Background: an optimization exercise with open tools, aiming at small area, a short achievable clock period and few clock cycles per item. Do not read the settings as production practice.
RTL that was checked went through simulation tests only; none was proved equivalent to the original.
Function not checked in runs 3 and 4: the RTL went through the layout flow alone.
Power is estimated from default activity; no workload was simulated.

===== config.mk =====
export PLATFORM = sky130hd
export DESIGN_NAME = source_token_scanner
export DESIGN_NICKNAME = source_token_scanner
export VERILOG_FILES = /design/flow/design.v
export SDC_FILE = /design/flow/constraint.sdc
export NUM_CORES = 4
export LEC_CHECK = 0
export ABC_CLOCK_PERIOD_IN_PS = 2500
export CAP_MARGIN = 20
export CORE_MARGIN = 2
export CORE_UTILIZATION = 40
export PLACE_DENSITY = 0.6
export SETUP_SLACK_MARGIN = 3.0
export SLEW_MARGIN = 20

===== constraint.sdc =====
create_clock -name core_clock -period 5.5 [get_ports {aclk}]
set_input_delay 1.1000 -clock core_clock [delete_from_list [all_inputs] [get_ports {aclk}]]
set_output_delay 1.1000 -clock core_clock [all_outputs]
set_load 0.01 [all_outputs]

===== design.v =====
package stt_pkg;
    localparam logic [4:0] KIND_EOF    = 5'd0;
    localparam logic [4:0] KIND_IDENT  = 5'd1;
    localparam logic [4:0] KIND_FUNC   = 5'd2;
    localparam logic [4:0] KIND_RETURN = 5'd3;
    localparam logic [4:0] KIND_INT    = 5'd4;
    localparam logic [4:0] KIND_LPAREN = 5'd5;
    localparam logic [4:0] KIND_RPAREN = 5'd6;
    localparam logic [4:0] KIND_COLON  = 5'd7;
    localparam logic [4:0] KIND_COMMA  = 5'd8;
    localparam logic [4:0] KIND_LBRACE = 5'd9;
    localparam logic [4:0] KIND_RBRACE = 5'd10;
    localparam logic [4:0] KIND_PLUS   = 5'd11;
    localparam logic [4:0] KIND_MINUS  = 5'd12;
    localparam logic [4:0] KIND_STAR   = 5'd13;
    localparam logic [4:0] KIND_SLASH  = 5'd14;
    localparam logic [4:0] KIND_ARROW  = 5'd15;
    localparam logic [4:0] KIND_EQEQ   = 5'd16;
endpackage
module source_token_scanner (
    input  logic        aclk,
    input  logic        aresetn,
    input  logic        s_valid,
    output logic        s_ready,
    input  logic [7:0]  s_char_code,
    input  logic        s_end_of_input,
    output logic        m_valid,
    input  logic        m_ready,
    output logic [4:0]  m_token_kind,
    output logic [31:0] m_start_pos,
    output logic [5:0]  m_token_length,
    output logic [30:0] m_int_value,
    output logic        m_leading_space,
    output logic        m_last_result
);
    localparam int PW = 18;
    localparam logic [7:0] CH_NEWLINE = 8'h0A;
    localparam logic [7:0] CH_LPAREN  = 8'h28;
    localparam logic [7:0] CH_RPAREN  = 8'h29;
    localparam logic [7:0] CH_STAR    = 8'h2A;
    localparam logic [7:0] CH_PLUS    = 8'h2B;
    localparam logic [7:0] CH_COMMA   = 8'h2C;
    localparam logic [7:0] CH_MINUS   = 8'h2D;
    localparam logic [7:0] CH_DOT     = 8'h2E;
    localparam logic [7:0] CH_SLASH   = 8'h2F;
    localparam logic [7:0] CH_COLON   = 8'h3A;
    localparam logic [7:0] CH_EQUALS  = 8'h3D;
    localparam logic [7:0] CH_GT      = 8'h3E;
    localparam logic [7:0] CH_LBRACE  = 8'h7B;
    localparam logic [7:0] CH_RBRACE  = 8'h7D;
    localparam logic [1:0] FIRST_OTHER  = 2'd0;
    localparam logic [1:0] FIRST_SLASH  = 2'd1;
    localparam logic [1:0] FIRST_MINUS  = 2'd2;
    localparam logic [1:0] FIRST_EQUALS = 2'd3;
    function automatic logic is_space(input logic [7:0] ch);
        is_space = ch == 8'h20 || (ch >= 8'h09 && ch <= 8'h0D);
    endfunction
    function automatic logic [7:0] func_char(input logic [1:0] idx);
        logic [7:0] ch;
        case (idx)
            2'd0:    ch = 8'h66;
            2'd1:    ch = 8'h75;
            2'd2:    ch = 8'h6E;
            default: ch = 8'h63;
        endcase
        func_char = ch;
    endfunction
    function automatic logic [7:0] return_char(input logic [2:0] idx);
        logic [7:0] ch;
        case (idx)
            3'd0:    ch = 8'h72;
            3'd1:    ch = 8'h65;
            3'd2:    ch = 8'h74;
            3'd3:    ch = 8'h75;
            3'd4:    ch = 8'h72;
            default: ch = 8'h6E;
        endcase
        return_char = ch;
    endfunction
    logic        skv_q;
    logic [7:0]  skc_q;
    logic        ske_q;
    logic        h0v_q;
    logic [7:0]  h0_q;
    logic [PW-1:0] pos_q;
    logic        comment_q;
    logic        space_q;
    logic        in_word_q;
    logic        digits_q;
    logic        func_q;
    logic        return_q;
    logic [1:0]  first_q;
    logic [PW-1:0] start_q;
    logic [5:0]  len_q;
    logic [30:0] acc_q;
    logic [4:0]  kind_q;
    logic        lead_q;
    logic        last_q;
    logic        pend_q;
    logic        eofp_q;
    assign s_ready         = !skv_q;
    assign m_valid         = pend_q;
    assign m_token_kind    = kind_q;
    assign m_start_pos     = {{(32 - PW){1'b0}}, start_q};
    assign m_token_length  = len_q;
    assign m_int_value     = acc_q;
    assign m_leading_space = lead_q;
    assign m_last_result   = last_q;
    logic       take;
    logic       rv;
    logic [7:0] rc;
    logic       re;
    assign take = s_valid && !skv_q;
    assign rv   = skv_q || take;
    assign rc   = skv_q ? skc_q : s_char_code;
    assign re   = skv_q ? ske_q : s_end_of_input;
    logic busy;
    logic h0_space;
    logic starts_word;
    logic blocked;
    logic go;
    logic scan;
    assign busy        = pend_q && !m_ready;
    assign h0_space    = is_space(h0_q);
    assign starts_word = !comment_q && !in_word_q && !h0_space;
    assign blocked     = re ? (busy || eofp_q)
                            : (h0v_q && (eofp_q || (starts_word && busy)));
    assign go          = rv && !blocked;
    assign scan        = go && h0v_q;
    logic [7:0]  c;
    logic        c_digit;
    logic [3:0]  d;
    logic        touch;
    logic [5:0]  len_b;
    logic [PW-1:0] start_n;
    logic [5:0]  len_n;
    logic [1:0]  first_n;
    logic        func_n;
    logic        return_n;
    logic        digits_n;
    logic [30:0] acc_b;
    logic [30:0] prod;
    logic        ovf;
    logic [30:0] acc_n;
    logic        two;
    logic        cmt_start;
    logic        la_gt;
    logic        la_slash;
    logic        ends;
    logic        found;
    logic [4:0]  kind;
    assign c       = h0_q;
    assign c_digit = c >= 8'h30 && c <= 8'h39;
    assign d       = c[3:0];
    assign touch   = !comment_q && (in_word_q || !h0_space);
    assign len_b   = in_word_q ? len_q : 6'd0;
    assign start_n = in_word_q ? start_q : pos_q;
    assign len_n   = (len_b == 6'd32) ? 6'd32 : len_b + 6'd1;
    always_comb begin
        if (in_word_q) begin
            first_n = first_q;
        end else if (c == CH_SLASH) begin
            first_n = FIRST_SLASH;
        end else if (c == CH_MINUS) begin
            first_n = FIRST_MINUS;
        end else if (c == CH_EQUALS) begin
            first_n = FIRST_EQUALS;
        end else begin
            first_n = FIRST_OTHER;
        end
    end
    assign func_n   = in_word_q ? (func_q && len_q < 6'd4 && c == func_char(len_q[1:0]))
                                : (c == func_char(2'd0));
    assign return_n = in_word_q ? (return_q && len_q < 6'd6 && c == return_char(len_q[2:0]))
                                : (c == return_char(3'd0));
    assign digits_n = (!in_word_q || digits_q) && c_digit;
    assign acc_b = (in_word_q && digits_q) ? acc_q : 31'd0;
    assign prod  = (acc_b << 3) + (acc_b << 1) + 31'(d);
    assign ovf   = acc_b > 31'd214748364 || (acc_b == 31'd214748364 && d >= 4'd8);
    assign acc_n = digits_n ? (ovf ? 31'h7FFF_FFFF : prod) : 31'd0;
    assign two       = in_word_q && len_q == 6'd1;
    assign cmt_start = two && first_q == FIRST_SLASH && c == CH_SLASH;
    assign la_gt     = !re && rc == CH_GT;
    assign la_slash  = !re && rc == CH_SLASH;
    assign ends      = re || is_space(rc) ||
                       rc == CH_COMMA || rc == CH_DOT || rc == CH_LPAREN ||
                       rc == CH_RPAREN || rc == CH_LBRACE || rc == CH_RBRACE ||
                       rc == CH_COLON || rc == CH_MINUS;
    always_comb begin
        found = 1'b0;
        kind  = stt_pkg::KIND_IDENT;
        case (c)
            CH_LPAREN: begin found = 1'b1; kind = stt_pkg::KIND_LPAREN; end
            CH_RPAREN: begin found = 1'b1; kind = stt_pkg::KIND_RPAREN; end
            CH_COLON:  begin found = 1'b1; kind = stt_pkg::KIND_COLON;  end
            CH_COMMA:  begin found = 1'b1; kind = stt_pkg::KIND_COMMA;  end
            CH_LBRACE: begin found = 1'b1; kind = stt_pkg::KIND_LBRACE; end
            CH_RBRACE: begin found = 1'b1; kind = stt_pkg::KIND_RBRACE; end
            CH_PLUS:   begin found = 1'b1; kind = stt_pkg::KIND_PLUS;   end
            CH_STAR:   begin found = 1'b1; kind = stt_pkg::KIND_STAR;   end
            CH_MINUS: begin
                if (!la_gt) begin found = 1'b1; kind = stt_pkg::KIND_MINUS; end
            end
            CH_SLASH: begin
                if (!la_slash) begin found = 1'b1; kind = stt_pkg::KIND_SLASH; end
            end
            CH_GT: begin
                if (two && first_q == FIRST_MINUS) begin
                    found = 1'b1; kind = stt_pkg::KIND_ARROW;
                end
            end
            CH_EQUALS: begin
                if (two && first_q == FIRST_EQUALS) begin
                    found = 1'b1; kind = stt_pkg::KIND_EQEQ;
                end
            end
            default: begin
            end
        endcase
        if (!found && ends) begin
            found = 1'b1;
            if (func_n && len_n == 6'd4) begin
                kind = stt_pkg::KIND_FUNC;
            end else if (return_n && len_n == 6'd6) begin
                kind = stt_pkg::KIND_RETURN;
            end else if (digits_n) begin
                kind = stt_pkg::KIND_INT;
            end else begin
                kind = stt_pkg::KIND_IDENT;
            end
        end
        if (cmt_start) begin
            found = 1'b0;
        end
    end
    logic tok;       
    logic ld_word;   
    logic eof_now;   
    logic eof_late;  
    logic ld_eof;
    assign tok      = scan && touch && found;
    assign ld_word  = scan && touch;
    assign eof_now  = go && re && !tok;
    assign eof_late = eofp_q && m_ready;
    assign ld_eof   = eof_now || eof_late;
    always_ff @(posedge aclk) begin
        if (ld_eof) begin
            start_q <= (eof_now && h0v_q) ? pos_q + PW'(1) : pos_q;
            len_q   <= 6'd0;
            acc_q   <= 31'd0;
            kind_q  <= stt_pkg::KIND_EOF;
            lead_q  <= 1'b0;
            last_q  <= 1'b1;
        end else if (ld_word) begin
            start_q <= start_n;
            len_q   <= len_n;
            acc_q   <= acc_n;
            kind_q  <= kind;
            lead_q  <= space_q && digits_n;
            last_q  <= !re;
        end
        if (ld_word) begin
            first_q  <= first_n;
            func_q   <= func_n;
            return_q <= return_n;
            digits_q <= digits_n;
        end
        if (go && !re) begin
            h0_q <= rc;
        end
        if (take && !go) begin
            skc_q <= s_char_code;
            ske_q <= s_end_of_input;
        end
    end
    always_ff @(posedge aclk) begin
        if (!aresetn) begin
            skv_q     <= 1'b0;
            h0v_q     <= 1'b0;
            pos_q     <= '0;
            comment_q <= 1'b0;
            space_q   <= 1'b0;
            in_word_q <= 1'b0;
            pend_q    <= 1'b0;
            eofp_q    <= 1'b0;
        end else begin
            if (take && !go) begin
                skv_q <= 1'b1;
            end else if (go) begin
                skv_q <= 1'b0;
            end
            pend_q <= busy || tok || ld_eof;
            if (eof_late) begin
                eofp_q <= 1'b0;
                pos_q  <= '0;
            end
            if (scan) begin
                pos_q <= pos_q + PW'(1);
                if (comment_q) begin
                    if (c == CH_NEWLINE) begin
                        comment_q <= 1'b0;
                        space_q   <= 1'b0;
                    end
                end else if (!in_word_q && h0_space) begin
                    space_q <= 1'b1;
                end else if (cmt_start) begin
                    comment_q <= 1'b1;
                    in_word_q <= 1'b0;
                end else if (found) begin
                    space_q   <= 1'b0;
                    in_word_q <= 1'b0;
                end else begin
                    in_word_q <= 1'b1;
                end
            end
            if (go) begin
                if (re) begin
                    h0v_q     <= 1'b0;
                    comment_q <= 1'b0;
                    space_q   <= 1'b0;
                    in_word_q <= 1'b0;
                    if (tok) begin
                        eofp_q <= 1'b1;
                    end else begin
                        pos_q <= '0;
                    end
                end else begin
                    h0v_q <= 1'b1;
                end
            end
        end
    end
endmodule

===== run.sh =====
#!/bin/bash
# synth_recipe.tcl (not shown) runs the flow's synth.tcl, then flattens the netlist and writes it again
# the make line also repeats each setting of config.mk as NAME=value (left out here)
make -C /OpenROAD-flow-scripts/flow DESIGN_CONFIG=/design/flow/config.mk WORK_HOME=/design/flow/orfs CLKGATE_MAP_FILE= SYNTH_SCRIPT=/design/flow/synth_recipe.tcl finish

==> reports/summary.md, run 1 <==
The residual overflow from global routing is 0, and the post-synthesis share of cell area spent on xor and xnor gates is 0.0439. The total power divided by cell area was 174 nW/um2. The basic-gate share of the synthesized area counting and, or, nand and nor cells was 0.237. The run gives 0.509 as the relative slew slack.

The post-route clock period utilization works out to 0.578. In the final routed layout, each cell accounts on average for 20.8 um. The proportion of synthesized flip-flops having asynchronous set or reset was 0; the post-route minimum period was 3.18 ns.

For the initial antenna violation count, the log shows 0. The clock latency on the worst-skew pair is 0.37 ns. The setup path with the least slack is of type reg2reg. The worst clock skew was 0.0179 ns; the total via count in the routed design was 8738.

The port buffer count was 76; the remaining routing DRC violations was 0. The horizontal die dimension is 149 um. The final hold violation count was 0. Summed over all cells, the static leakage comes to 0.00476 uW. After synthesis the netlist holds a flip-flop and latch count of 109. The part of the total power dissipated in sequential elements is 0.434. Setup violations remaining at the end of the flow were counted as 0. Setup repair after global routing could not meet its margin everywhere. The share of total power consumed by net switching came out at 0.307. The actual transition at the worst max-transition pin is 0.730 ns.

The combinational group share of total power was 0.238; the synthesis-to-finish area growth was 49.0%. The core region is 20400 um2. Timing would allow up to 314 MHz. The flow ran to the end and the layout has no timing, DRC or antenna violations.

After the first detailed-routing iteration, the DRC count stood at 883. At the worst endpoint, the required time is 5.81 ns. In the post-synthesis netlist, the biggest area contributors are dfxtp_1 16%, edfxtp_1 14%, ha_1 9.0%, a21oi_1 4.9%, nand2_1 3.5%. The total routed wirelength was 29900 um. The number of buffers between clock root and the deepest sink is 2. The tools report the cell at the root of the clock tree as clkbuf_16. The number of antenna diodes in the final layout is 0. In this run the remaining antenna-violating nets after routing total 0. Internal power comes to 1500 uW. 91 I/O pins were placed. The run gives 0 as the count of maximum capacitance violations.

The dominant combinational cell family by area after synthesis was compound AO/OA/AOI/OAI gates. Via count of the first global-routing pass: 8400. After synthesis the cells add up to 8370 um2.

Area enclosed by the die boundary: 22100 um2. Before antenna repair, the detailed router went through 6 iterations. The share of the synthesized area in compound gates (AO/OA/AOI/OAI) is 0.243, and the number of enable flip-flop cells after synthesis is 40. The worst-case IR drop observed on VDD is 221 uV. Along the worst path, the maximum fanout reaches 6. The number of max-slew violations in the final report is 0, and the clock slew seen by the registers of the worst setup and hold paths is 0.08 ns. The post-synthesis area per instance is 8.50 um2. The initial core utilization was 0.411; the total number of yosys warnings was 1. The proportion of layout cells with a drive suffix above 1 works out to 0.372. The fraction of the yosys area taken by sequential cells is 0.308, and the maximum number of pins on one net before global-route repair is 32. The net count of the finished layout is 1235. dfxtp_1 takes more of the synthesized area than any other cell. STA classifies the critical path endpoint as a flip-flop.

For the distinct cell type count of the synthesized netlist, the log shows 85. The most used flip-flop cell after synthesis is dfxtp_1. The worst setup path is launched from a flip-flop. The die height was 149 um; the first-pass GRT wire length was 45100 um.

The tools report the synthesized instance count as 985. The number of clock buffers added by TritonCTS is 9. Synthesized-area fraction occupied by adder cells: 0.0944.

The overall routing resource usage was 0.258. CTS saw 109 sinks. The area share of the largest cell type after synthesis is 0.165, and the net switching power is 667 uW.

STA puts the critical path data arrival time at 3.49 ns. The multiplexer fraction of the synthesized cell area was 0.0202. In this run the core area contains 52 standard-cell rows. The clock power share is 0.328. The number of hold buffers added after CTS was 0. Setup total negative slack: 0 ns. Class of the tightest hold or removal check: reg2reg. After detailed routing, the number of vias per cell comes to 6.09.

The run gives 3 as the CTS H-tree depth. The global placer's final weighted congestion came out at 0.918. The logs give 2170 uW for the total design power and 16800 um for the HPWL after detailed placement.

TritonCTS built the clock tree.
[final cells by class]
cell class              instances  area, um2
fillers                      1640       7890
multi-input cells             803       6880
flip-flops and latches        109       2630
well taps                     270        338
inverters                      26        100
clock inverters                 5       58.8
repair buffers                211       2200
clock buffers                  11        264
[sequential cells by signal, indices dropped and copies added, names as in the netlist]
register / cells
eofp_q: 1
pend_q: 1
last_q: 1
func_q: 1
len_q: 6
comment_q: 1
skv_q: 1
h0v_q: 1
ske_q: 1
digits_q: 1
start_q: 18
h0_q: 8
kind_q: 5
acc_q: 31
in_word_q: 1
lead_q: 1
skc_q: 8
return_q: 1
space_q: 1
first_q: 2
pos_q: 18
[worst max-delay path, stage by stage, from the launching register on]
cell,delay (ns)
edfxtp_1,0.51
and3_4,0.21
fa_1,0.55
fa_2,0.24
a21oi_2,0.07
o211a_1,0.26
o211a_4,0.30
o31ai_4,0.25
a311oi_2,0.19
or4_1,0.44
nand4_1,0.09
[placed cells by master (no fill, tap or decap), types with 13 or more instances in the layout]
| master | synthesis | routed |
|---|---|---|
| dfxtp_2 | 0 | 17 |
| o211ai_1 | 27 | 27 |
| a21o_1 | 13 | 13 |
| conb_1 | 1 | 14 |
| clkdlybuf4s50_1 | 0 | 65 |
| inv_1 | 25 | 25 |
| buf_4 | 14 | 72 |
| ha_4 | 0 | 26 |
| and3_1 | 47 | 36 |
| nor2_1 | 70 | 60 |
| nand2_1 | 79 | 75 |
| o21ai_1 | 0 | 13 |
| nand3_1 | 37 | 35 |
| a211oi_2 | 16 | 16 |
| dfxtp_1 | 69 | 45 |
| ha_1 | 60 | 28 |
| xor2_1 | 31 | 30 |
| a21oi_2 | 1 | 46 |
| buf_6 | 3 | 41 |
| or3_1 | 22 | 21 |
| o21ai_0 | 41 | 15 |
| a21oi_1 | 82 | 32 |
| nor3_1 | 23 | 17 |
| edfxtp_1 | 40 | 40 |
[repair_timing]
action | CTS | global route
buffers inserted | 92 | 32
gates cloned | 11 | 1
endpoints found under the setup margin | 140 | 141
pin swaps | 93 | 67
resized for setup | 270 | 107
[through the flow]
step           hold slack, ns   util  setup WS [ns]  cells  area [um2]
2_1_floorplan           0.467      -           2.48    998        8840
3_3_place_gp            0.451  0.470           1.44   1283        9570
3_5_place_dp            0.454  0.470           1.37   1283        9570
4_1_cts                 0.465  0.577           2.38   1402       11700
5_1_grt                 0.476  0.612           2.24   1435       12500
6_report                0.463  0.612           2.32   1435       12500
[layer usage]
layer  share of wire  global-route usage  wire length [um]
met5               0                   0                 0
met4           0.034              0.0871              1020
met3           0.061              0.0442              1830
met2            0.49               0.431             14500
met1            0.42               0.338             12500
[power by group through the flow]
stage          registers, uW  logic [uW]  clock network, uW
2_1_floorplan            944         201                  0
3_3_place_gp             969         300                  0
3_5_place_dp             969         301                  0
4_1_cts                  948         438                724
5_1_grt                  947         548                754
6_report                 942         518                711
[path summary, 6_finish.rpt]
| kind | from | endpoint | slack, ns | cells after the start |
|---|---|---|---|---|
| setup / recovery | digits_q$_DFFE_PP_ | acc_q[30]$_SDFFE_PN0P_ | 2.32 | 10 |
| hold reg to reg | kind_q[4]$_SDFFE_PN0P_ | kind_q[4]$_SDFFE_PN0P_ | 0.46 | 2 |
| hold / removal | kind_q[4]$_SDFFE_PN0P_ | kind_q[4]$_SDFFE_PN0P_ | 0.46 | 2 |
| setup reg to reg | digits_q$_DFFE_PP_ | acc_q[30]$_SDFFE_PN0P_ | 2.32 | 10 |
[kinds of logic (layout without fill, tap and decap cells)]
family,Yosys count,in the layout
buffers and inverters,93,253
adder cells (fa/ha/maj),62,62
AO/OA/AOI/OAI,290,291
XOR/XNOR,42,42
AND/OR/NAND/NOR,372,378
other,1,14
flip-flops,109,109
multiplexers,16,16
[synth_stat cells, drive strengths merged (5+ instances only)]
| master | count |
|---|---|
| a211oi | 29 |
| a21o | 13 |
| a21oi | 83 |
| a22oi | 7 |
| a31oi | 11 |
| and2 | 11 |
| and3 | 47 |
| and4 | 5 |
| buf | 30 |
| clkbuf | 37 |
| dfxtp | 69 |
| edfxtp | 40 |
| ha | 60 |
| inv | 26 |
| mux2 | 7 |
| mux2i | 9 |
| nand2 | 79 |
| nand2b | 12 |
| nand3 | 37 |
| nand4 | 5 |
| nand4b | 6 |
| nor2 | 70 |
| nor2b | 9 |
| nor3 | 23 |
| nor3b | 8 |
| nor4 | 6 |
| o211ai | 27 |
| o21a | 5 |
| o21ai | 43 |
| o22ai | 5 |
| o31ai | 7 |
| o41ai | 5 |
| or2 | 8 |
| or3 | 24 |
| or4 | 5 |
| xnor2 | 11 |
| xor2 | 31 |
Testbench counts, summed over its fixed seeds: cycles 32,706, items 32,325.
==> run 2: changes to the inputs <==
--- a/config.mk
+++ b/config.mk
@@ -5,10 +5,8 @@
 export SDC_FILE = /design/flow/constraint.sdc
 export NUM_CORES = 4
 export LEC_CHECK = 0
-export ABC_CLOCK_PERIOD_IN_PS = 2500
 export CAP_MARGIN = 20
 export CORE_MARGIN = 2
 export CORE_UTILIZATION = 40
 export PLACE_DENSITY = 0.6
-export SETUP_SLACK_MARGIN = 3.0
 export SLEW_MARGIN = 20
==> reports/summary.md, run 2 <==
The worst setup path is of the reg2reg kind. The relative slew slack is 0.377 (-0.132). Setup repair after global routing left no endpoint under its margin.

Remaining routing DRC violations: 0 (unchanged). The fraction of the yosys area taken by sequential cells is 0.308 (unchanged), and the HPWL after detailed placement is 17200 um (+2.4%). The tools report the data required time of the critical path as 5.77 ns (-0.04 ns). Register ranked first by flip-flop count: acc_q.

The highest ir drop seen on vdd was 142 uV (-36%). The worst clock skew is 0.00879 ns (-0.00915 ns), and the post-route minimum period is 4.01 ns (+0.825 ns). The flip-flop count of the largest register after layout is 31 (unchanged), and the number of buffers between clock root and the deepest sink is 2 (unchanged). By count the netlist is led by 82 x a21oi_1, 79 x nand2_1, 70 x nor2_1.

The worst setup path is captured at a flip-flop. The number of max-slew violations in the final report is 0 (unchanged). The area enclosed by the die boundary came out at 22100 um2 (unchanged). The most used flip-flop cell after synthesis is dfxtp_1. The antenna diode instance count is 0 (unchanged).

The logs give 91 (unchanged) for the number of I/O pins and 1994 (+22%) for the number of inserted filler cells in the final layout. The horizontal die dimension works out to 149 um (unchanged). The logs give 0 (unchanged) for the initial antenna violation count and 0.924 (+0.68%) for the global placer's final weighted congestion.

The CTS H-tree depth was 3 (unchanged); the total power divided by cell area was 200 nW/um2 (+15%). The distinct cell type count of the synthesized netlist is 85 (unchanged), and the proportion of layout cells with a drive suffix above 1 is 0.0641 (-0.308). The total routed wirelength was 23200 um (-22%). The synthesis-to-finish area growth was 14.0%. The post-synthesis register bit count is 109 (unchanged), and the final setup violation count is 0 (unchanged). Yosys attributes the largest share of cell area to dfxtp_1 16%, edfxtp_1 14%, ha_1 9.0%, a21oi_1 4.9%, nand2_1 3.5%. The number of enable flip-flop cells after synthesis is 40 (unchanged), and the maximum number of pins on one net before global-route repair is 44 (+38%). The area share of the largest cell type after synthesis came out at 0.165 (unchanged). dfxtp_1 takes more of the synthesized area than any other cell. The cell depth of the worst hold path came out at 2 (unchanged). The clock latency on the worst-skew pair is 0.35 ns (-0.02 ns), and the overall routing resource usage is 0.209 (-0.0493). For the highest clock frequency the design can meet, the log shows 250 MHz (-21%).

The library cell used most frequently in the layout, excluding fill and tap cells, is a21oi_1. The port buffer count works out to 76 (unchanged). In the final layout, the registers with the most flip-flops are acc_q: 31 flops, pos_q: 18 flops, start_q: 18 flops.

Element type at the critical path start: a flip-flop. The total number of yosys warnings is 1 (unchanged), and the post-route clock period utilization is 0.728 (+0.150). The count of maximum capacitance violations is 0 (unchanged), and the number of setup buffers added after CTS is 0 (-100%). For the setup total negative slack, the log shows 0 ns (unchanged). The flow ran to the end and the layout has no timing, DRC or antenna violations. The synthesized instance count was 985 (unchanged). The count of instances resized after the clock tree is built came out at 0 (-100%). The average detailed-routed wire length per instance is 17.8 um (-14%), and the number of rows created at floorplan is 52 (unchanged). The tools report the number of clock sinks as 109 (unchanged). In this run the clock root is driven by a clkbuf_16.

For the TritonCTS buffer count, the log shows 9 (unchanged). The die height is 149 um (unchanged), and the final hold violation count is 0 (unchanged). The total via count in the routed design is 7695 (-12%), and the layout net count is 1100 (-11%). First-pass GRT wire length: 37200 um (-18%).

The clock slew seen by the registers of the worst setup and hold paths was 0.07 ns (about the same); the initial core utilization was 0.411 (unchanged). The arrival time of the worst setup path was 4.27 ns (+0.78 ns); the maximum fanout along the worst path was 32 (+26). The final worst hold slack is 0.458 ns (-0.00463 ns), and the violation count after the first detailed-routing iteration is 563 (-36%).

TritonCTS built the clock tree. The proportion of synthesized flip-flops having asynchronous set or reset was 0 (unchanged); the first-pass detailed-route iteration total was 5 (-1). The logs give 20400 um2 (unchanged) for the core region area and 0.00384 uW (-19%) for the cell leakage power. The via-per-instance ratio works out to 5.92 (-2.8%). The tools report the residual overflow from global routing as 0 (unchanged). The min-delay analysis places its worst path in the category reg2reg.

The run gives 7006 (-17%) as the via count of the first global-routing pass. The count of antenna-violating nets left after detailed routing came out at 0 (unchanged). The number of cells traversed by the worst register-to-register path works out to 10 (unchanged).

The post-synthesis area per instance was 8.50 um2 (unchanged); the hold buffer count at cts was 0 (unchanged). a21oi_1 is the most common cell in the netlist. The actual transition at the worst max-transition pin works out to 0.934 ns (+0.204 ns). The end-of-flow core utilization was 0.469 (-0.144). The synthesized cell area is 8370 um2 (unchanged).

The library cells used most frequently in the layout, excluding fill and tap cells, are 82 x a21oi_1, 79 x nand2_1, 76 x clkdlybuf4s50_1, 70 x nor2_1, 69 x dfxtp_1.
## run 2: changes by cell type in the layout (fill, tap and decap cells not counted), moves of 12 or more
cell and change:
dfxtp_2 -17, ha_4 -26, a21oi_2 -45, o21ai_1 -13, a21oi_1 +50, buf_4 -65
ha_1 +32, o21ai_0 +25, buf_6 -41, dfxtp_1 +24, buf_12 -12
## run 2: power breakdown
group / internal, uW / leakage, uW / switching (uW)
logic: 130 / 0.00275 / 158
registers: 882 / 0.000943 / 70.9
clock network: 382 / 0.000149 / 290
## run 2: worst max-delay path, cell delays in order (launching register included)
cell and delay [ns]:
edfxtp_1 0.94, and3_1 0.33, fa_1 0.48, ha_1 0.32
a21oi_1 0.17, o211ai_1 0.21, a41o_1 0.30, o21ai_0 0.51
o311ai_0 0.27, and3_1 0.22, o31ai_1 0.17
## run 2: worst paths after layout
kind / from / slack (ns) / end
min reg2reg: lead_q$_SDFFE_PN0P_ / 0.46 / lead_q$_SDFFE_PN0P_
max: digits_q$_DFFE_PP_ / 1.49 / acc_q[27]$_SDFFE_PN0P_
max reg2reg: digits_q$_DFFE_PP_ / 1.49 / acc_q[27]$_SDFFE_PN0P_
min: lead_q$_SDFFE_PN0P_ / 0.46 / lead_q$_SDFFE_PN0P_
## run 2: kinds of logic after synthesis
family / count (synthesis) / synth area share
AND/OR/NAND/NOR: 372 / 0.237
AO/OA/AOI/OAI: 290 / 0.243
flip-flops: 109 / 0.308
buffers and inverters: 93 / 0.0524
adder cells (fa/ha/maj): 62 / 0.0944
XOR/XNOR: 42 / 0.0439
multiplexers: 16 / 0.0202
other: 1 / 0.000448
## run 2: cell type report
| class | instances | area [um2] | share of cell area |
|---|---|---|---|
| Sequential cell | 109 | 2580 | 0.270 |
| Clock buffer | 13 | 262 | 0.0274 |
| Clock inverter | 3 | 43.8 | 0.00459 |
| Tap cell | 270 | 338 | 0.0354 |
| Multi-Input combinational cell | 796 | 5410 | 0.567 |
| Timing Repair Buffer | 83 | 813 | 0.0852 |
| Inverter | 26 | 97.6 | 0.0102 |
## run 2: routing by layer
metal / vias up / share of wire / track usage / wire, um
li1: 3769 / - / - / -
met1: 3663 / 0.48 / 0.305 / 11000
met2: 237 / 0.45 / 0.324 / 10500
met3: 26 / 0.055 / 0.0245 / 1280
met4: 0 / 0.018 / 0.0600 / 428
met5: - / 0 / 0 / 0
## run 2: through the flow
| step | cell area (um2) | total power [uW] | std cells | setup WS, ns |
|---|---|---|---|---|
| floorplan | 8420 | 1130 | 998 | 1.65 |
| global placement | 9240 | 1260 | 1284 | 1.41 |
| detailed placement | 9240 | 1260 | 1284 | 1.46 |
| CTS | 9540 | 1930 | 1300 | 1.53 |
| global route | 9550 | 2000 | 1300 | 1.27 |
| finish | 9550 | 1910 | 1300 | 1.49 |
==> run 3: changes to the inputs <==
--- a/design.v
+++ b/design.v
@@ -80,6 +80,10 @@
     logic        skv_q;
     logic [7:0]  skc_q;
     logic        ske_q;
+    logic        srdy_q;
+    logic        h1v_q;
+    logic [7:0]  h1c_q;
+    logic        h1e_q;
     logic        h0v_q;
     logic [7:0]  h0_q;
     logic [PW-1:0] pos_q;
@@ -98,7 +102,7 @@
     logic        last_q;
     logic        pend_q;
     logic        eofp_q;
-    assign s_ready         = !skv_q;
+    assign s_ready         = srdy_q;
     assign m_valid         = pend_q;
     assign m_token_kind    = kind_q;
     assign m_start_pos     = {{(32 - PW){1'b0}}, start_q};
@@ -107,26 +111,28 @@
     assign m_leading_space = lead_q;
     assign m_last_result   = last_q;
     logic       take;
-    logic       rv;
     logic [7:0] rc;
     logic       re;
-    assign take = s_valid && !skv_q;
-    assign rv   = skv_q || take;
-    assign rc   = skv_q ? skc_q : s_char_code;
-    assign re   = skv_q ? ske_q : s_end_of_input;
+    assign take = s_valid && srdy_q;
+    assign rc   = h1c_q;
+    assign re   = h1e_q;
     logic busy;
     logic h0_space;
     logic starts_word;
     logic blocked;
     logic go;
     logic scan;
+    logic h1_load;
+    logic skv_n;
     assign busy        = pend_q && !m_ready;
     assign h0_space    = is_space(h0_q);
     assign starts_word = !comment_q && !in_word_q && !h0_space;
     assign blocked     = re ? (busy || eofp_q)
                             : (h0v_q && (eofp_q || (starts_word && busy)));
-    assign go          = rv && !blocked;
+    assign go          = h1v_q && !blocked;
     assign scan        = go && h0v_q;
+    assign h1_load     = !h1v_q || go;
+    assign skv_n       = skv_q ? !go : (take && !h1_load);
     logic [7:0]  c;
     logic        c_digit;
     logic [3:0]  d;
@@ -138,7 +144,6 @@
     logic        func_n;
     logic        return_n;
     logic        digits_n;
-    logic [30:0] acc_b;
     logic [30:0] prod;
     logic        ovf;
     logic [30:0] acc_n;
@@ -174,10 +179,18 @@
     assign return_n = in_word_q ? (return_q && len_q < 6'd6 && c == return_char(len_q[2:0]))
                                 : (c == return_char(3'd0));
     assign digits_n = (!in_word_q || digits_q) && c_digit;
-    assign acc_b = (in_word_q && digits_q) ? acc_q : 31'd0;
-    assign prod  = (acc_b << 3) + (acc_b << 1) + 31'(d);
-    assign ovf   = acc_b > 31'd214748364 || (acc_b == 31'd214748364 && d >= 4'd8);
-    assign acc_n = digits_n ? (ovf ? 31'h7FFF_FFFF : prod) : 31'd0;
+    logic        acc_keep;
+    logic        acc_fresh;
+    logic [2:0]  lo_sum;
+    logic [27:0] hi_sum;
+    assign acc_keep  = in_word_q && digits_q && c_digit;
+    assign acc_fresh = !in_word_q && c_digit;
+    assign lo_sum    = {1'b0, acc_q[1:0]} + {1'b0, d[2:1]};
+    assign hi_sum    = acc_q[29:2] + acc_q[27:0] + 28'(lo_sum[2] | d[3]);
+    assign prod      = {hi_sum, lo_sum[1:0], d[0]};
+    assign ovf       = acc_q > 31'd214748364 || (acc_q == 31'd214748364 && d >= 4'd8);
+    assign acc_n     = acc_keep ? (ovf ? 31'h7FFF_FFFF : prod)
+                                : (acc_fresh ? 31'(d) : 31'd0);
     assign two       = in_word_q && len_q == 6'd1;
     assign cmt_start = two && first_q == FIRST_SLASH && c == CH_SLASH;
     assign la_gt     = !re && rc == CH_GT;
@@ -268,7 +281,11 @@
         if (go && !re) begin
             h0_q <= rc;
         end
-        if (take && !go) begin
+        if (h1_load) begin
+            h1c_q <= skv_q ? skc_q : s_char_code;
+            h1e_q <= skv_q ? ske_q : s_end_of_input;
+        end
+        if (!skv_q) begin
             skc_q <= s_char_code;
             ske_q <= s_end_of_input;
         end
@@ -276,6 +293,8 @@
     always_ff @(posedge aclk) begin
         if (!aresetn) begin
             skv_q     <= 1'b0;
+            srdy_q    <= 1'b1;
+            h1v_q     <= 1'b0;
             h0v_q     <= 1'b0;
             pos_q     <= '0;
             comment_q <= 1'b0;
@@ -284,10 +303,10 @@
             pend_q    <= 1'b0;
             eofp_q    <= 1'b0;
         end else begin
-            if (take && !go) begin
-                skv_q <= 1'b1;
-            end else if (go) begin
-                skv_q <= 1'b0;
+            skv_q  <= skv_n;
+            srdy_q <= !skv_n;
+            if (h1_load) begin
+                h1v_q <= skv_q || take;
             end
             pend_q <= busy || tok || ld_eof;
             if (eof_late) begin
--- a/config.mk
+++ b/config.mk
@@ -9,4 +9,5 @@
 export CORE_MARGIN = 2
 export CORE_UTILIZATION = 40
 export PLACE_DENSITY = 0.6
+export SETUP_SLACK_MARGIN = 2.5
 export SLEW_MARGIN = 20
==> reports/summary.md, run 3 <==
The flow ran to the end and the layout has no timing, DRC or antenna violations. The library cell used most frequently in the layout, excluding fill and tap cells, is nand2_1. The global placer's final weighted congestion is 0.872 (-5.7%), and the final cell area excluding filler cells is 9690 um2 (+1.5%).

First-pass detailed-route iteration total: 5 (unchanged). The tools report the remaining routing DRC violations as 0 (unchanged). The logs give 1765 (-11%) for the number of inserted filler cells in the final layout and 0 (unchanged) for the final hold violation count.

The run gives 0.00368 uW (-4.3%) as the cell leakage power. The area share of the largest cell type after synthesis is 0.211 (+0.0456), and the number of clock sinks is 120 (+10%). Initial antenna violation count: 0 (unchanged).

The HPWL after detailed placement is 14000 um (-18%), and the worst clock skew is 0.0137 ns (+0.00492 ns). Worst setup slack after layout: 2.27 ns (+0.779 ns). The number of I/O pins is 91 (unchanged), and the area enclosed by the die boundary is 20100 um2 (-8.9%). The number of buffer and inverter stages on the critical path was 3 (+3); the post-synthesis register bit count was 120 (+10%). The run gives 50 (-3.8%) as the number of rows created at floorplan.

Setup repair after global routing could not meet its margin everywhere. Layout net count: 1040 (-5.5%). The largest registers in the layout are acc_q: 31 flops, pos_q: 18 flops, start_q: 18 flops. The cell at the root of the clock tree was clkbuf_16. For the relative slew slack, the log shows 0.434 (+0.0574).

Relative to the synthesized area, the layout overhead comes to 27.4%. The cell depth of the worst hold path is 2 (unchanged), and the first-pass GRT wire length is 33900 um (-8.7%). The library cell with the highest instance count after synthesis is nand2_1.

The worst hold path belongs to the class reg2reg. The synthesized instance count was 903 (-8.3%). Sorting the synthesized cells by area gives the leading types as dfxtp_1 21%, edfxtp_1 16%, a21oi_1 5.7%, ha_1 5.1%, nand2_1 4.4%. Average detailed-routed wire length per instance: 17.1 um (-4.1%).

The synthesized cell area came out at 7610 um2 (-9.1%). Cell repeated most along the worst path: fa_2. The commonest cells after synthesis are 90 x nand2_1, 86 x a21oi_1, 80 x dfxtp_1.

Total routed wirelength: 21200 um (-8.5%). Number of cells traversed by the worst register-to-register path: 15 (+5). Broken down by cell family, the worst path's largest delay share belongs to compound AO/OA/AOI/OAI gates. For the instance area at placement, the log shows 8520 um2 (-7.8%).

The register-to-register path setup slack was 2.27 ns (+0.78 ns). The register with the most flip-flops in the final layout is acc_q. The tools report the residual overflow from global routing as 0 (unchanged). The tools report the count of maximum capacitance violations as 0 (unchanged).

The proportion of synthesized flip-flops having asynchronous set or reset came out at 0 (unchanged). In the layout the commonest cells are 89 x nand2_1, 83 x a21oi_1, 75 x dfxtp_1, 75 x clkdlybuf4s50_1, 59 x nor2_1. The post-route minimum period works out to 3.23 ns (-0.779 ns). The number of logic stages on the critical path including buffering is 15 (+5), and the clock slew seen by the registers of the worst setup and hold paths is 0.06 ns (about the same).

The critical path goes through buf_8, ha_4, inv_2, fa_2, nor2b_4, fa_2, inv_2, fa_2, a21o_1, a311oi_4, o31ai_4, nor3_2, o21ai_1, or3_1, a32o_1. The core region area is 18700 um2 (-8.1%), and the die height is 142 um (-4.6%). Fraction of the yosys area taken by sequential cells: 0.368 (+0.0600).

Critical hold path startpoint: kind_q[0]$_SDFFE_PN0P_. Element type at the critical path start: a flip-flop. The setup path with the least slack is of type reg2reg.

The run gives 4 (+1) as the CTS H-tree depth. The run gives 0 (unchanged) as the final setup violation count. The post-synthesis area per instance is 8.42 um2 (-0.89%).

In this run the worst setup path begins at h0_q[1]$_DFFE_PP_. The tools report the highest ir drop seen on vdd as 227 uV (+60%). Hold buffer count at cts: 0 (unchanged).

The total via count in the routed design is 7177 (-6.7%), and the port buffer count is 76 (unchanged). Pre-CTS setup slack: 1.67 ns (+0.209 ns). The most used flip-flop cell after synthesis is dfxtp_1. Of all cell types, the one taking the most synthesized area is dfxtp_1. The TritonCTS buffer count was 17 (+8); the critical path's largest stage delay was 0.41 ns (-0.53 ns). The tools report the via count of the first global-routing pass as 6580 (-6.1%). The slowest cell on the critical path was edfxtp_1. The violation count after the first detailed-routing iteration is 607 (+7.8%), and the distinct cell type count of the synthesized netlist is 77 (-9.4%). The launch instance of the worst register-to-register path is h0_q[1]$_DFFE_PP_. Post-route clock period utilization: 0.587 (-0.142). For the number of max-slew violations in the final report, the log shows 0 (unchanged). TritonCTS built the clock tree. Number of enable flip-flop cells after synthesis: 40 (unchanged).

The via-per-instance ratio was 5.79 (-2.2%). The final worst hold slack was 0.468 ns (+0.0105 ns). For the non-filler instance count after layout, the log shows 1240 (-4.6%). The tools report the arrival time of the worst setup path as 3.53 ns (-0.74 ns).

The proportion of layout cells with a drive suffix above 1 was 0.149 (+0.0850); the antenna diode instance count was 0 (unchanged). The tools report the number of buffers between clock root and the deepest sink as 2 (unchanged). The run gives 0 ns (unchanged) as the setup total negative slack.

The clock latency on the worst-skew pair was 0.41 ns (+0.06 ns); the flip-flop count of the largest register after layout was 31 (unchanged). The initial core utilization was 0.407 (-0.00447); the total power divided by cell area was 239 nW/um2 (+19%). The count of antenna-violating nets left after detailed routing was 0 (unchanged). The run gives 45 (+2.3%) as the maximum number of pins on one net before global-route repair.

The tools report the type of destination of the critical path as a flip-flop. The maximum fanout along the worst path was 7 (-78%); the overall routing resource usage was 0.208 (-0.000281). The horizontal die dimension was 142 um (-4.6%); the total placed cells including tap cells was 1172 (-8.7%). The data required time of the critical path was 5.80 ns (+0.03 ns). The actual transition at the worst max-transition pin came out at 0.841 ns (-0.0938 ns). The run gives 310 MHz (+24%) as the highest clock frequency the design can meet.

The run gives 1 (unchanged) as the total number of yosys warnings.
==> run 3: cell types whose count changed after synthesis, moves of 12 or more <==
cell      previous run  this run
nor3_1              23        35
a211oi_2            16         0
ha_1                60        31
o21ai_0             41        54
o211ai_1            27        15
and3_1              47        19
==> run 3: worst min-delay path, delay by kind of cell, from the launching register on <==
family,cells,cell delay (ns)
AO/OA/AOI/OAI,1,0.05
AND/OR/NAND/NOR,1,0.05
flip-flops,1,0.31
==> run 3: timing repair <==
item                                   CTS  global route
resized for setup                       47            31
gates cloned                             3             1
pin swaps                               13            23
setup buffers                           20            12
setup endpoints to repair              111            87
endpoints found under the hold margin    0             0
==> run 3: stage by stage <==
| step | power (uW) | util |
|---|---|---|
| after floorplan | 1140 | - |
| after global placement | 1220 | 0.455 |
| after detailed placement | 1220 | 0.455 |
| after CTS | 2330 | 0.506 |
| after global routing | 2410 | 0.518 |
| final | 2320 | 0.518 |
==> run 3: power breakdown <==
part	switching (uW)	internal [uW]	total (uW)
combinational	118	111	229
clock	388	698	1090
sequential	43.8	957	1000
==> run 3: final cells by class <==
class / count / area (um2) / share of cell area
multi-input cells: 713 / 4770 / 0.493
flip-flops and latches: 120 / 2820 / 0.291
inverters: 23 / 87.6 / 0.00904
clock buffers: 22 / 475 / 0.0491
well taps: 234 / 293 / 0.0302
repair buffers: 118 / 1140 / 0.118
clock inverters: 10 / 100 / 0.0103
==> run 3: metal layers <==
layer | track usage | share of wire
met4 | 0.0553 | 0.011
met3 | 0.0479 | 0.045
met2 | 0.322 | 0.46
met1 | 0.293 | 0.48
met5 | 0 | 0
==> run 3: kinds of logic (layout without fill, tap and decap cells) <==
group,count (synthesis),count (layout),synth area share
buffers and inverters,85,173,0.0515
multiplexers,12,12,0.0173
AND/OR/NAND/NOR,349,351,0.237
adder cells (fa/ha/maj),35,35,0.0602
XOR/XNOR,44,44,0.0507
flip-flops,120,120,0.368
other,1,14,0.000493
AO/OA/AOI/OAI,257,257,0.214
==> run 3: worst paths after layout <==
path / endpoint
min: kind_q[0]$_SDFFE_PN0P_
max: acc_q[19]$_SDFFE_PN0P_
min reg2reg: kind_q[0]$_SDFFE_PN0P_
max reg2reg: acc_q[19]$_SDFFE_PN0P_
==> run 4: changes to the inputs <==
--- a/config.mk
+++ b/config.mk
@@ -9,5 +9,5 @@
 export CORE_MARGIN = 2
 export CORE_UTILIZATION = 40
 export PLACE_DENSITY = 0.6
-export SETUP_SLACK_MARGIN = 2.5
+export SETUP_SLACK_MARGIN = 3.0
 export SLEW_MARGIN = 20
==> reports/summary.md, run 4 <==
The flow ran to the end and the layout has no timing, DRC or antenna violations. The actual transition at the worst max-transition pin works out to 0.650 ns (-0.190 ns). In the layout the commonest cells are 78 x nand2_1, 57 x nor2_1, 57 x a21oi_1, 55 x clkdlybuf4s50_1, 47 x o21ai_0. The largest registers in the layout are acc_q: 31 flops, pos_q: 18 flops, start_q: 18 flops.

The library cell used most frequently in the layout, excluding fill and tap cells, is nand2_1. The synthesized instance count was 903 (unchanged); the relative slew slack was 0.562 (+0.127). STA classifies the critical path startpoint as a flip-flop. The run gives 589 (-3.0%) as the violation count after the first detailed-routing iteration. The average detailed-routed wire length per instance was 18.3 um (+6.8%); the via-per-instance ratio was 5.84 (+0.86%). Overall routing resource usage: 0.234 (+0.0253).

The post-route minimum period is 3.32 ns (+0.0922 ns), and the total via count in the routed design is 7490 (+4.4%). The fraction of the yosys area taken by sequential cells is 0.368 (unchanged). The final worst hold slack came out at 0.468 ns (-0.000650 ns). For the number of I/O pins, the log shows 91 (unchanged). The data required time of the critical path was 5.78 ns (-0.02 ns); the first-pass detailed-route iteration total was 5 (unchanged). The worst hold path belongs to the class reg2reg.

The type of destination of the critical path was a flip-flop. The critical path's largest stage delay came out at 0.46 ns (+0.05 ns). The proportion of layout cells with a drive suffix above 1 came out at 0.271 (+0.122). Core region area: 18700 um2 (unchanged). The register-to-register path setup slack was 2.18 ns (-0.09 ns); the first-pass GRT wire length was 37300 um (+10%). TritonCTS built the clock tree.

The total routed wirelength is 23400 um (+10%), and the number of buffers between clock root and the deepest sink is 2 (unchanged). The count of antenna-violating nets left after detailed routing was 0 (unchanged); the distinct cell type count of the synthesized netlist was 77 (unchanged). The most common cell in the synthesized netlist is nand2_1. The clock slew seen by the registers of the worst setup and hold paths came out at 0.05 ns (about the same).

The logs give 0 (unchanged) for the antenna diode instance count and 20100 um2 (unchanged) for the area enclosed by the die boundary. The final setup violation count was 0 (unchanged); the horizontal die dimension was 142 um (unchanged). Global placer's final weighted congestion: 0.873 (+0.11%). The critical path is of the reg2reg type. The detailed route wirelength on metal3 is 1300 um (+37%). By instance count, the cell type seen most on the critical path is fa_2.

The highest clock frequency the design can meet is 301 MHz (-2.8%). The post-synthesis register bit count was 120 (unchanged). The total power divided by cell area is 237 nW/um2 (-1.0%), and the worst clock skew is 0.00614 ns (-0.00758 ns).

The initial core utilization was 0.407 (unchanged); the cell depth of the worst hold path was 1 (-1). The post-route clock period utilization is 0.603 (+0.0168), and the number of enable flip-flop cells after synthesis is 40 (unchanged). Synthesis-to-finish area growth: 40.3%. The tools report the clock latency on the worst-skew pair as 0.42 ns (about the same). Die height: 142 um (unchanged).

Among all flip-flop cells after synthesis, the most frequent one is dfxtp_1. The proportion of synthesized flip-flops having asynchronous set or reset works out to 0 (unchanged). The maximum fanout along the worst path was 6 (-1); the number of rows created at floorplan was 50 (unchanged).

Arrival time of the worst setup path: 3.60 ns (+0.07 ns). The launch instance of the worst register-to-register path was h0_q[1]$_DFFE_PP_. The tools report the worst-case hold path end point as ske_q$_DFF_P_.

For the total number of yosys warnings, the log shows 1 (unchanged). The run gives 0 (unchanged) as the final hold violation count. The flip-flop count of the largest register after layout is 31 (unchanged). For the HPWL after detailed placement, the log shows 14500 um (+3.4%).

Walking the worst path, the cells encountered are ha_2, inv_2, fa_2, nor2b_4, fa_2, inv_2, fa_2, a21o_1, a311oi_4, o31ai_4, a211o_1, nor2_1, xor2_1, o221ai_1. The run gives 29 (-36%) as the maximum number of pins on one net before global-route repair. The CTS H-tree depth came out at 4 (unchanged). The cell at the root of the clock tree was clkbuf_16.

The port buffer count is 76 (unchanged). The top layer used by detailed routing was met4. Sorting the synthesized cells by area gives the leading types as dfxtp_1 21%, edfxtp_1 16%, a21oi_1 5.7%, ha_1 5.1%, nand2_1 4.4%.

The hold buffer count at cts came out at 0 (unchanged). The routed length on met2 was 10900 um (+11%); the post-synthesis area per instance was 8.42 um2 (unchanged). The tools report the total routed wire length on the met1 layer as 10900 um (+5.8%). The setup total negative slack came out at 0 ns (unchanged). The residual overflow from global routing is 0 (unchanged).

The critical hold path startpoint was ske_q$_DFF_P_. The biggest area contributor in the post-synthesis netlist is dfxtp_1. More flip-flops sit in one register than any other, and that register is acc_q. In this run the critical register-to-register path is captured at acc_q[27]$_SDFFE_PN0P_.

The logs give 0 (unchanged) for the remaining routing DRC violations and 7111 (+8.1%) for the via count of the first global-routing pass. Synthesized cell area: 7610 um2 (unchanged). Cell leakage power: 0.00441 uW (+20%). The number of clock sinks is 120 (unchanged). The count of maximum capacitance violations was 0 (unchanged); the number of cells traversed by the worst register-to-register path was 14 (-1).

The tools report the layout net count as 1083 (+4.1%). The area share of the largest cell type after synthesis was 0.211 (unchanged). The TritonCTS buffer count is 17 (unchanged), and the initial antenna violation count is 0 (unchanged).

Highest ir drop seen on vdd: 224 uV (-1.3%). In the synthesized netlist, the cells that appear most often are 90 x nand2_1, 86 x a21oi_1, 80 x dfxtp_1. Setup repair after global routing could not meet its margin everywhere. The slowest stage of the critical path belongs to the cell edfxtp_1.

The number of max-slew violations in the final report was 0 (unchanged).
[run 4: cell count changes in the layout (fill, tap and decap cells not counted), moves of 20 or more]
cell | previous run | this run
dfxtp_1 | 75 | 44
dfxtp_2 | 2 | 26
a21oi_2 | 1 | 28
a21oi_1 | 83 | 57
clkdlybuf4s50_1 | 75 | 55
buf_6 | 3 | 25
[run 4: worst max-delay path by stage]
stage	from	to	slack (ns)	cells after the start
after floorplan	h0_q[2]$_DFFE_PP_	acc_q[19]$_SDFFE_PN0P_	2.46	14
after global placement	m_ready	start_q[5]$_DFFE_PP_	1.44	8
after detailed placement	m_ready	acc_q[2]$_SDFFE_PN0P_	1.42	8
after CTS	h0_q[1]$_DFFE_PP_	acc_q[19]$_SDFFE_PN0P_	2.15	14
after global routing	h0_q[1]$_DFFE_PP_	acc_q[27]$_SDFFE_PN0P_	2.07	14
final	h0_q[1]$_DFFE_PP_	acc_q[27]$_SDFFE_PN0P_	2.18	14
[run 4: cell type report]
| class | instances | area [um2] |
|---|---|---|
| Inverter | 23 | 101 |
| Clock buffer | 19 | 433 |
| Sequential cell | 120 | 2870 |
| Fill cell | 1635 | 8030 |
| Clock inverter | 13 | 201 |
| Timing Repair Buffer | 158 | 1710 |
| Multi-Input combinational cell | 716 | 5060 |
| Tap cell | 234 | 293 |
[run 4: routing by layer]
layer  track usage  up-vias
met5             0        -
met4        0.0663        0
met3        0.0479       35
met2         0.374      259
met1         0.320     3589
li1              -     3607
[run 4: critical path, delay by kind of cell (launching register included)]
kind                       cells  cell delay (ns)
AOI/OAI and AO/OA              5             1.17
adders and majority gates      4             0.96
buffers and inverters          2             0.09
xor gates and xnor gates       1             0.24
and+or+nand+nor                2             0.26
DFF                            1             0.46
[run 4: where the power goes]
part	internal, uW	switching, uW
Clock	801	420
Combinational	160	151
Sequential	956	36.0
[run 4: kinds of logic (layout without fill, tap and decap cells)]
logic type / after synthesis / in the layout / share of synthesized area
adders and majority gates: 35 / 35 / 0.0602
DFF: 120 / 120 / 0.368
other: 1 / 14 / 0.000493
muxes: 12 / 12 / 0.0173
buffers and inverters: 85 / 213 / 0.0515
xor gates and xnor gates: 44 / 44 / 0.0507
and+or+nand+nor: 349 / 353 / 0.237
AOI/OAI and AO/OA: 257 / 258 / 0.214
[run 4: stage by stage]
stage	setup WS [ns]	area, um2	cells	util	total power [uW]
5_1_grt	2.07	10700	1283	0.571	2610
3_5_place_dp	1.42	8760	1172	0.468	1240
3_3_place_gp	1.44	8760	1172	0.468	1230
6_report	2.18	10700	1283	0.571	2530
2_1_floorplan	2.46	8020	916	-	1160
4_1_cts	2.15	10400	1273	0.558	2530
[run 4: timing repair]
action | in CTS | in global routing
setup endpoints to repair | 165 | 125
pin swaps | 41 | 15
setup buffers | 57 | 10
endpoints found under the hold margin | 0 | 0
gates cloned | 12 | 0
gates resized for setup | 134 | 42

what the ideal ports hide:
How much do the figures lean on ideal ports? The routed layouts below were timed once more, with nothing changed but the port constraints.
Step 1, drivers: a clkbuf_16 drives aclk and a buf_2 each remaining input, both assumed.
Step 2 adds t to the input delays and takes it off the output delays; t is the mean of the earliest and latest rising clock arrival at the registers after step 1. Input paths then give back, and output paths get back, about the clock's delay inside the block.
Slacks: ideal ports / drivers / drivers and shift; pairs: ideal ports / drivers.
run | t, ns | setup slack, ns | worst setup path after step 2 | latest minus earliest clock arrival (ns)
run 1 | 0.412 | 2.319 / 2.319 / 2.071 | input to register | 0.019 / 0.018
run 2 | 0.394 | 1.494 / 1.494 / 1.421 | input to register | 0.009 / 0.008
run 3 | 0.449 | 2.273 / 2.273 / 2.273 | register to register | 0.014 / 0.014
run 4 | 0.459 | 2.181 / 2.181 / 2.181 | register to register | 0.006 / 0.006
After both steps setup and hold are still met in every run listed. For run 1, which loses most, drivers alone change the setup slack by 0.000 ns; drivers and shift together by -0.248 ns.
